This is an optimization exercise on Yosys and OpenROAD, whose aim is small area, not a production implementation. Only simulation tests tie the RTL to the original design; equivalence was not proved. No activity file was given, so power comes from the tool's default toggle rates.

Design nmea_rmc_sentence_parser_top, start of the top module:
module nmea_rmc_sentence_parser_top (
  input  logic        clk,
  input  logic        rst_n,
  input  logic        cfg_we,
  input  logic [1:0]  cfg_index,
  input  logic [7:0]  cfg_wdata,
  input  logic        in_push,
  output logic        in_full,
  input  logic [7:0]  in_rx_byte,
  output logic        out_empty,
  input  logic        out_pop,
  output logic        out_valid_res,
  output logic [6:0]  out_utc_hour,
  output logic [6:0]  out_utc_minute,
  output logic [6:0]  out_utc_second,
  output logic [6:0]  out_day_of_month,
  output logic [6:0]  out_month_number,
  output logic [11:0] out_full_year,
  output logic [7:0]  out_fix_status,
  output logic [26:0] out_latitude_micro_deg,
  output logic [29:0] out_longitude_micro_deg,
  output logic [15:0] out_hemispheres,
  output logic [3:0]  out_speed_digit
);
For scale: ~3000 cells after synthesis, about 40000 um2 of cells after synthesis.
Settings: LEC_CHECK=0, ABC_AREA=1, CAP_MARGIN=20, CORE_MARGIN=2, CORE_UTILIZATION=40, SLEW_MARGIN=20; clock period 10.0 ns.
standard.sh (not shown) runs the stock make flow with config.mk's settings and CLKGATE_MAP_FILE= SYNTH_SCRIPT=/design/flow/synth_recipe.tcl, a recipe that flattens the netlist after the stock synthesis.
==> flow/flow/run.sh <==
#!/bin/bash
# Standard ORFS layout with two changes: the port buffers use the smallest buffer cell, and
# clock tree synthesis uses larger sink clusters without dummy loads.
set -euo pipefail
export BUFFER_PORTS_ARGS="-buffer_cell sky130_fd_sc_hd__buf_1"
export CTS_ARGS="-sink_clustering_enable -repair_clock_nets -dont_use_dummy_load -buf_list sky130_fd_sc_hd__clkbuf_16 -sink_clustering_size 25 -sink_clustering_max_diameter 80"
bash standard.sh > standard_flow.log 2>&1
==> next run, changes <==
CORE_UTILIZATION = 70   (was 40)
=>
- synthesized area stays the same
- core utilization rises by 31 points
- final area falls by 1.7%
- maximum frequency falls by 3.0%
- die area falls by 42%
- synthesized cell count does not change
- via count rises by 6.4%

* * *

Starting RTL as in the previous note.
export LEC_CHECK = 0
export ABC_AREA = 1
export CAP_MARGIN = 20
export CORE_MARGIN = 2
export CORE_UTILIZATION = 40
export SLEW_MARGIN = 20
create_clock -name core_clock -period 10.0 [get_ports {clk}]
==> flow/flow/run.sh <==
#!/bin/bash
# Standard ORFS layout with three changes:
#  - after the standard synthesis, the combinational logic is mapped again by ABC with an
#    area-oriented script (flow/reopt.tcl, flow/reopt.abc); the sequential cells, their names
#    and cell types are left as the standard synthesis made them;
#  - the port buffers use the smallest buffer cell;
#  - clock tree synthesis uses larger sink clusters and no dummy loads.
# Each tool's output goes to a log file of its own in this folder (flow_*.log).
set -euo pipefail
HERE=$(pwd)
export BUFFER_PORTS_ARGS="-buffer_cell sky130_fd_sc_hd__buf_1"
export CTS_ARGS="-sink_clustering_enable -repair_clock_nets -dont_use_dummy_load -buf_list sky130_fd_sc_hd__clkbuf_16 -sink_clustering_size 30 -sink_clustering_max_diameter 80"

bash standard.sh synth > "$HERE/flow_1_synth.log" 2>&1

R="$HERE/orfs/results/$FLOW_PLATFORM/nmea_rmc_sentence_parser_top/base"
LIB="$FLOW_HOME/platforms/$FLOW_PLATFORM/lib/sky130_fd_sc_hd__tt_025C_1v80.lib"
cp "$R/1_2_yosys.v" "$R/1_2_yosys_std.v"
python3 "$HERE/flow/gen_models.py" "$LIB" > "$HERE/cell_models.v" 2> "$HERE/flow_2_models.log"
DONT_USE=$(sed -n '/^export DONT_USE_CELLS += /,/^#/p' "$FLOW_HOME/platforms/$FLOW_PLATFORM/config.mk" \
  | grep -o "sky130_fd_sc_hd__[a-z0-9_]*" | tr '\n' ' ')
YOSYS=$(command -v yosys || echo "$FLOW_HOME/../tools/install/yosys/bin/yosys")
REOPT_LIB="$LIB" REOPT_IN="$R/1_2_yosys_std.v" REOPT_OUT="$R/1_2_yosys_reopt.v" \
REOPT_TOP="$FLOW_TOP" REOPT_SCRIPT="$HERE/flow/reopt.abc" REOPT_MODELS="$HERE/cell_models.v" \
REOPT_DONT_USE="$DONT_USE" REOPT_CONSTR="$HERE/abc.constr" \
  "$YOSYS" -c "$HERE/flow/reopt.tcl" > "$HERE/flow_3_reopt.log" 2>&1
cp "$R/1_2_yosys_reopt.v" "$R/1_2_yosys.v"
rm -f "$R/1_synth.odb" "$R/1_synth.sdc"

bash standard.sh > "$HERE/flow_4_layout.log" 2>&1
==> flow/flow/reopt.abc <==
strash
ifraig
dc2
dc2
strash
dch -f
amap
strash
dch -f
amap
topo
buffer -c
dnsize -c
==> flow/flow/reopt.tcl <==
# Re-map the combinational logic of the standard synthesis netlist for area. Sequential cells
# stay as they are, with their names and cell types; combinational cells are expanded from
# their liberty functions (REOPT_MODELS) and mapped again by ABC (REOPT_SCRIPT), with the same
# driving cell and load assumptions as the standard synthesis.
set lib $::env(REOPT_LIB)
yosys read_liberty -lib $lib
yosys read_verilog $::env(REOPT_IN)
yosys hierarchy -top $::env(REOPT_TOP)
yosys techmap -map $::env(REOPT_MODELS)
yosys techmap
yosys opt -fast -purge
yosys stat -liberty $lib
set du {}
foreach c $::env(REOPT_DONT_USE) { lappend du -dont_use $c }
set f [open $::env(REOPT_CONSTR) w]
puts $f "set_driving_cell sky130_fd_sc_hd__buf_1"
puts $f "set_load 5"
close $f
yosys abc -liberty $lib {*}$du -script $::env(REOPT_SCRIPT) -constr $::env(REOPT_CONSTR) -D 10000
yosys splitnets
yosys opt_clean -purge
yosys hilomap -singleton -hicell sky130_fd_sc_hd__conb_1 HI -locell sky130_fd_sc_hd__conb_1 LO
yosys insbuf -buf sky130_fd_sc_hd__buf_4 A X
yosys check -assert -mapped
yosys stat -liberty $lib
yosys write_verilog -noattr -nohex -nodec $::env(REOPT_OUT)
Other scripts of this flow, unchanged in this note and not shown: flow/flow/gen_models.py
Rerun with:
--- a/flow/flow/run.sh
+++ b/flow/flow/run.sh
@@ -12 +12 @@
-export CTS_ARGS="-sink_clustering_enable -repair_clock_nets -dont_use_dummy_load -buf_list sky130_fd_sc_hd__clkbuf_16 -sink_clustering_size 30 -sink_clustering_max_diameter 80"
+export CTS_ARGS="-sink_clustering_enable -repair_clock_nets -dont_use_dummy_load -buf_list sky130_fd_sc_hd__clkbuf_16 -sink_clustering_size 25 -sink_clustering_max_diameter 80"
@@ -25 +25 @@
-REOPT_DONT_USE="$DONT_USE" REOPT_CONSTR="$HERE/abc.constr" \
+REOPT_DONT_USE="$DONT_USE" \
==> flow/flow/reopt.abc (replaced) <==
strash
&get -n
&deepsyn -T 30
&put
dch -f
amap
topo
--- a/flow/flow/reopt.tcl
+++ b/flow/flow/reopt.tcl
@@ -3,2 +3 @@
-# their liberty functions (REOPT_MODELS) and mapped again by ABC (REOPT_SCRIPT), with the same
-# driving cell and load assumptions as the standard synthesis.
+# their liberty functions (REOPT_MODELS) and mapped again by ABC (REOPT_SCRIPT).
@@ -15,5 +14 @@
-set f [open $::env(REOPT_CONSTR) w]
-puts $f "set_driving_cell sky130_fd_sc_hd__buf_1"
-puts $f "set_load 5"
-close $f
-yosys abc -liberty $lib {*}$du -script $::env(REOPT_SCRIPT) -constr $::env(REOPT_CONSTR) -D 10000
+yosys abc -liberty $lib {*}$du -script $::env(REOPT_SCRIPT)
After rerunning: Synthesized area decreases by about 1.5%; maximum frequency decreases by about 5%; critical path depth increases by 5; synthesized cell count decreases by 7.0%; setup slack is worse by 0.48 ns; wire length increases by about 11%; global-route usage increases by 2.2 points; die area decreases by about 1.5%; total power decreases by about 16%.
Rerun with:
--- a/flow/flow/run.sh
+++ b/flow/flow/run.sh
@@ -25 +25 @@
-REOPT_DONT_USE="$DONT_USE" \
+REOPT_DONT_USE="$DONT_USE" REOPT_CONSTR="$HERE/abc.constr" \
==> flow/flow/reopt.abc (replaced) <==
strash
dch -f
amap
topo
buffer -c
dnsize -c
--- a/flow/flow/reopt.tcl
+++ b/flow/flow/reopt.tcl
@@ -3 +3,2 @@
-# their liberty functions (REOPT_MODELS) and mapped again by ABC (REOPT_SCRIPT).
+# their liberty functions (REOPT_MODELS) and mapped again by ABC (REOPT_SCRIPT), with the same
+# driving cell and load assumptions as the standard synthesis.
@@ -14 +15,5 @@
-yosys abc -liberty $lib {*}$du -script $::env(REOPT_SCRIPT)
+set f [open $::env(REOPT_CONSTR) w]
+puts $f "set_driving_cell sky130_fd_sc_hd__buf_1"
+puts $f "set_load 5"
+close $f
+yosys abc -liberty $lib {*}$du -script $::env(REOPT_SCRIPT) -constr $::env(REOPT_CONSTR) -D 10000
Effect: The new run finished with timing, DRC and antenna clean; worst setup slack gets better by 0.50 ns; global-route usage falls by 1.3 points; critical path depth decreases by 18; combinational power rises by 43%; final cell count climbs by 1.6%; final area shrinks by 2.2%.
Rerun with:
==> flow/flow/reopt.abc (replaced) <==
strash
ifraig
dc2
strash
dch -f
amap
strash
dch -f
amap
topo
buffer -c
dnsize -c
After rerunning:
- count of clock-buffer cells in the layout stays the same
- setup slack improves by 0.034 ns
- clock skew fell by 0.014 ns
- clock power barely changes

[static timing again, ports no longer ideal]
Ports are ideal in the flow. The routed layouts listed here were re-timed in OpenROAD.
Step 1: set_driving_cell puts a clkbuf_16 on clk and a buf_2 on each other input, an assumption about the parent block.
Step 2 adds t to the input delays and takes it off the output delays; t is the mean of the earliest and latest rising clock arrival at the registers after step 1. Input paths then give back, and output paths get back, about the clock's delay inside the block.
a / b / c = no drivers / after step 1 / after step 2; a / b = the first two.
| run | shift t [ns] | slack for setup (ns) | worst setup path at the end | clock arrival spread, ns | slew at the worst register clock pin (ns) |
|---|---|---|---|---|---|
| the first run of note 1 | 0.681 | 0.914 / 0.896 / 0.215 | input to register | 0.091 / 0.092 | 0.10 / 0.10 |
| the second run of note 1 | 0.637 | 0.634 / 0.674 / 0.037 | input to register | 0.088 / 0.088 | 0.10 / 0.10 |
| the first run of note 2 | 0.656 | 0.991 / 0.998 / 0.341 | input to register | 0.078 / 0.079 | 0.11 / 0.11 |
| the second run of note 2 | 0.679 | 0.514 / 0.555 / -0.125 | input to register | 0.055 / 0.055 | 0.10 / 0.10 |
| the third run of note 2 | 0.670 | 1.010 / 1.050 / 0.379 | input to register | 0.081 / 0.081 | 0.10 / 0.10 |
| the fourth run of note 2 | 0.664 | 1.044 / 1.085 / 0.420 | input to register | 0.058 / 0.059 | 0.10 / 0.10 |
With both steps, setup timing fails in the second run of note 2, where it was met with ideal ports. For the first run of note 1, which loses most, drivers alone change the setup slack by -0.018 ns; drivers and shift together by -0.699 ns.
